Source: an optimization exercise on an open RTL-to-GDS flow (aim: small area, a short achievable clock period and few clock cycles per item). Production flows keep margins and buffers that such runs may drop.
Only simulation tests tie the RTL to the original design; equivalence was not proved.
Power figures rest on the tool's default switching activity, not on a simulated workload.

==> module vct_datapath, before the edit <==
module vct_datapath
#(
    parameter int CAPACITY = 16
)
(
    input  logic                clk,
    input  logic                rst_n,
    input  logic                adv,
    input  logic                in_ready,
    output logic                hold_next,
    input  logic                cfg_wr_en,
    input  logic [ID_W-1:0]     cfg_wr_data,
    input  logic                in_valid,
    input  logic                in_mode,
    input  logic [ID_W-1:0]     in_actor_key,
    input  logic [CLOCK_W-1:0]  in_peer_clock,
    output logic                res_valid,
    output logic [STATUS_W-1:0] res_status,
    output logic [CLOCK_W-1:0]  res_clock
);
    localparam int GW = 4;
    localparam int NG = CLOCK_W / GW;
    logic [ID_W-1:0]     own_id;
    logic [ID_W-1:0]     actor_tab [CAPACITY];
    logic [CLOCK_W-1:0]  clock_tab [CAPACITY];
    logic [CAPACITY-1:0] occ;
    logic                zero0;
    logic                v2;
    logic                m2;
    logic [CAPACITY-1:0] match2;
    logic                hit2;
    logic [CAPACITY-1:0] free2;
    logic                full2;
    logic [CLOCK_W-1:0]  p2;
    logic                v3;
    logic                m3;
    logic                wr3;
    logic [STATUS_W-1:0] st3;
    logic [CAPACITY-1:0] wsel3;
    logic [CLOCK_W-1:0]  p3;
    logic [CLOCK_W-1:0]  c3;
    logic [NG-1:0]       ggt3;
    logic [NG-1:0]       glt3;
    logic [NG-1:0]       gone3;
    logic                ins2;
    logic [CAPACITY-1:0] wsel2;
    logic [CAPACITY-1:0] occ1;
    logic [CAPACITY-1:0] eq1;
    logic [CAPACITY-1:0] match1;
    logic [CAPACITY-1:0] free1;
    always_comb
    begin
        occ1 = occ | (ins2 ? free2 : '0);
        for (int i = 0; i < CAPACITY; i++)
        begin
            if (i == 0)
            begin
                eq1[i]    = (own_id == in_actor_key);
                match1[i] = eq1[i];
                free1[i]  = 1'b0;
            end
            else
            begin
                eq1[i]    = (actor_tab[i] == in_actor_key);
                match1[i] = occ1[i] && eq1[i];
                free1[i]  = occ1[i-1] && !occ1[i];
            end
        end
    end
    always_ff @(posedge clk)
    begin
        for (int i = 1; i < CAPACITY; i++)
        begin
            if (free1[i])
            begin
                actor_tab[i] <= in_actor_key;
            end
        end
    end
    logic bub;
    logic hz_next;
    logic adv2;
    logic [CAPACITY-1:0] wcand2;
    assign wcand2    = v2 ? (match2 | ((m2 == MODE_MERGE) ? free2 : '0)) : '0;
    assign hz_next   = in_valid && in_ready && (|(eq1 & wcand2));
    assign hold_next = adv ? hz_next : bub;
    assign adv2      = adv && !bub;
    always_ff @(posedge clk or negedge rst_n)
    begin
        if (!rst_n)
        begin
            v2  <= 1'b0;
            bub <= 1'b0;
        end
        else
        begin
            if (adv2)
            begin
                v2 <= in_valid;
            end
            bub <= hold_next;
        end
    end
    always_ff @(posedge clk)
    begin
        if (adv2)
        begin
            m2     <= in_mode;
            match2 <= match1;
            hit2   <= |match1;
            free2  <= free1;
            full2  <= occ1[CAPACITY-1];
            p2     <= in_peer_clock;
        end
    end
    logic                wr2;
    logic [STATUS_W-1:0] st2;
    logic [CLOCK_W-1:0]  rd2;
    logic [NG-1:0]       ggt2;
    logic [NG-1:0]       glt2;
    logic [NG-1:0]       gone2;
    assign ins2  = v2 && (m2 == MODE_MERGE) && !hit2 && !full2;
    assign wr2   = v2 && (hit2 || ((m2 == MODE_MERGE) && !full2));
    assign st2   = hit2                ? ST_OK :
                   (m2 == MODE_TICK)   ? ST_NOT_FOUND :
                   full2               ? ST_TABLE_FULL : ST_OK;
    assign wsel2 = !wr2 ? '0 : hit2 ? match2 : free2;
    always_ff @(posedge clk or negedge rst_n)
    begin
        if (!rst_n)
        begin
            own_id <= '0;
            occ    <= CAPACITY'(1);
        end
        else if (cfg_wr_en)
        begin
            own_id <= cfg_wr_data;
            occ    <= CAPACITY'(1);
        end
        else if (adv2 && ins2)
        begin
            occ <= occ | free2;
        end
    end
    always_comb
    begin
        rd2 = '0;
        for (int i = 0; i < CAPACITY; i++)
        begin
            if (i == 0)
            begin
                rd2 = rd2 | ((match2[i] && !zero0) ? clock_tab[i] : '0);
            end
            else
            begin
                rd2 = rd2 | (match2[i] ? clock_tab[i] : '0);
            end
        end
    end
    always_comb
    begin
        for (int j = 0; j < NG; j++)
        begin
            gone2[j] = &rd2[j*GW +: GW];
        end
    end
    for (genvar j = 0; j < NG; j++)
    begin : g_cmp
        vct_gt #(.W (GW)) u_gt
        (
            .g  (p2[j*GW +: GW] & ~rd2[j*GW +: GW]),
            .l  (~p2[j*GW +: GW] & rd2[j*GW +: GW]),
            .gt (ggt2[j]),
            .lt (glt2[j])
        );
    end
    always_ff @(posedge clk or negedge rst_n)
    begin
        if (!rst_n)
        begin
            v3    <= 1'b0;
            wsel3 <= '0;
        end
        else if (adv)
        begin
            v3    <= adv2 && v2;
            wsel3 <= adv2 ? wsel2 : '0;
        end
    end
    always_ff @(posedge clk)
    begin
        if (adv)
        begin
            m3    <= m2;
            wr3   <= wr2;
            st3   <= st2;
            p3    <= p2;
            c3    <= rd2;
            ggt3  <= ggt2;
            glt3  <= glt2;
            gone3 <= gone2;
        end
    end
    logic                gt3;
    logic [NG-1:0]       gcin3;
    logic [CLOCK_W-1:0]  inc_val3;
    logic [CLOCK_W-1:0]  new3;
    vct_gt #(.W (NG)) u_gt3
    (
        .g  (ggt3),
        .l  (glt3),
        .gt (gt3),
        .lt ()
    );
    vct_inc #(.W (NG)) u_gcin
    (
        .x   (gone3),
        .cin (1'b1),
        .c   (gcin3),
        .y   ()
    );
    for (genvar j = 0; j < NG; j++)
    begin : g_inc
        vct_inc #(.W (GW)) u_inc
        (
            .x   (c3[j*GW +: GW]),
            .cin (gcin3[j]),
            .c   (),
            .y   (inc_val3[j*GW +: GW])
        );
    end
    always_comb
    begin
        if (!wr3)
        begin
            new3 = '0;
        end
        else if (m3 == MODE_TICK)
        begin
            new3 = inc_val3;
        end
        else
        begin
            new3 = gt3 ? p3 : c3;
        end
    end
    always_ff @(posedge clk)
    begin
        for (int i = 0; i < CAPACITY; i++)
        begin
            if (wsel3[i])
            begin
                clock_tab[i] <= new3;
            end
        end
    end
    always_ff @(posedge clk or negedge rst_n)
    begin
        if (!rst_n)
        begin
            zero0 <= 1'b1;
        end
        else if (cfg_wr_en)
        begin
            zero0 <= 1'b1;
        end
        else if (wsel3[0])
        begin
            zero0 <= 1'b0;
        end
    end
    assign res_valid  = v3;
    assign res_status = st3;
    assign res_clock  = new3;
endmodule
==> flow/config.mk <==
export PLATFORM = sky130hd
export DESIGN_NAME = vector_clock_table_unit
export DESIGN_NICKNAME = vector_clock_table_unit
export VERILOG_FILES = /design/flow/design.v
export SDC_FILE = /design/flow/constraint.sdc
export NUM_CORES = 4
export LEC_CHECK = 0
export CAP_MARGIN = 20
export CORE_MARGIN = 2
export CORE_UTILIZATION = 62
export CTS_CLUSTER_DIAMETER = 60
export CTS_CLUSTER_SIZE = 25
export PLACE_DENSITY = 0.74
export SETUP_SLACK_MARGIN = 3.4
export SLEW_MARGIN = 20
export TNS_END_PERCENT = 5
==> flow/constraint.sdc <==
create_clock -name core_clock -period 6.0 [get_ports {clk}]
set_input_delay 1.2000 -clock core_clock [delete_from_list [all_inputs] [get_ports {clk}]]
set_output_delay 1.2000 -clock core_clock [all_outputs]
set_load 0.01 [all_outputs]
standard.sh (not shown) runs the stock make flow with config.mk's settings and CLKGATE_MAP_FILE= SYNTH_SCRIPT=/design/flow/synth_recipe.tcl, a recipe that flattens the netlist after the stock synthesis.
==> flow/flow/run.sh <==
#!/bin/bash
set -o pipefail
cp standard.sh standard.sh.txt 2>/dev/null
export BUFFER_PORTS_ARGS="-buffer_cell sky130_fd_sc_hd__buf_4"
bash standard.sh > standard.log 2>&1
Testbench counts at the start, summed over its fixed seeds: cycles 4,957, items 4,800.
Rerun with:
--- a/flow/design.v
+++ b/flow/design.v
@@ -136,5 +136,4 @@
     logic [CAPACITY-1:0] wsel2;
     logic [CAPACITY-1:0] occ1;
-    logic [CAPACITY-1:0] eq1;
     logic [CAPACITY-1:0] match1;
     logic [CAPACITY-1:0] free1;
@@ -146,12 +145,10 @@
             if (i == 0)
             begin
-                eq1[i]    = (own_id == in_actor_key);
-                match1[i] = eq1[i];
+                match1[i] = (own_id == in_actor_key);
                 free1[i]  = 1'b0;
             end
             else
             begin
-                eq1[i]    = (actor_tab[i] == in_actor_key);
-                match1[i] = occ1[i] && eq1[i];
+                match1[i] = occ1[i] && (actor_tab[i] == in_actor_key);
                 free1[i]  = occ1[i-1] && !occ1[i];
             end
@@ -171,7 +168,5 @@
     logic hz_next;
     logic adv2;
-    logic [CAPACITY-1:0] wcand2;
-    assign wcand2    = v2 ? (match2 | ((m2 == MODE_MERGE) ? free2 : '0)) : '0;
-    assign hz_next   = in_valid && in_ready && (|(eq1 & wcand2));
+    assign hz_next   = in_valid && in_ready && (|(match1 & wsel2));
     assign hold_next = adv ? hz_next : bub;
     assign adv2      = adv && !bub;
Effect: Worst setup slack gains 0.0034 ns; routed wire length went up by 1.7%; worst hold slack loses 0.069 ns; total power went up by 0.48%; sequential share of layout area went up by 0.42 points.
Testbench counts after the change, summed over its fixed seeds: cycles 4,957, items 4,800.

==> afterwards: timing with drivers on the ports <==
How much do the figures lean on ideal ports? The routed layouts below were timed once more, with nothing changed but the port constraints. Step 1 sets driving cells, clkbuf_16 on the clock port and buf_2 on the other inputs (assumed; they add their load-dependent delay and slew). Step 2, shift: input delay + t, output delay - t, t = (earliest + latest rising clock arrival at the registers) / 2. This alone moves slack from input paths to output paths. Three values: ideal ports, drivers, drivers and shift; two values: the first two.
| run | shift t [ns] | setup slack, ns | hold slack, ns |
|---|---|---|---|
| the first run | 0.921 | 3.021 / 3.021 / 2.210 | 0.463 / 0.397 / 0.464 |
| the second run | 0.932 | 3.024 / 3.024 / 2.247 | 0.394 / 0.328 / 0.457 |
After both steps setup and hold are still met in every run listed. The setup slack of the first run, which loses most, moves by 0.000 ns with the drivers and by -0.811 ns with both steps.
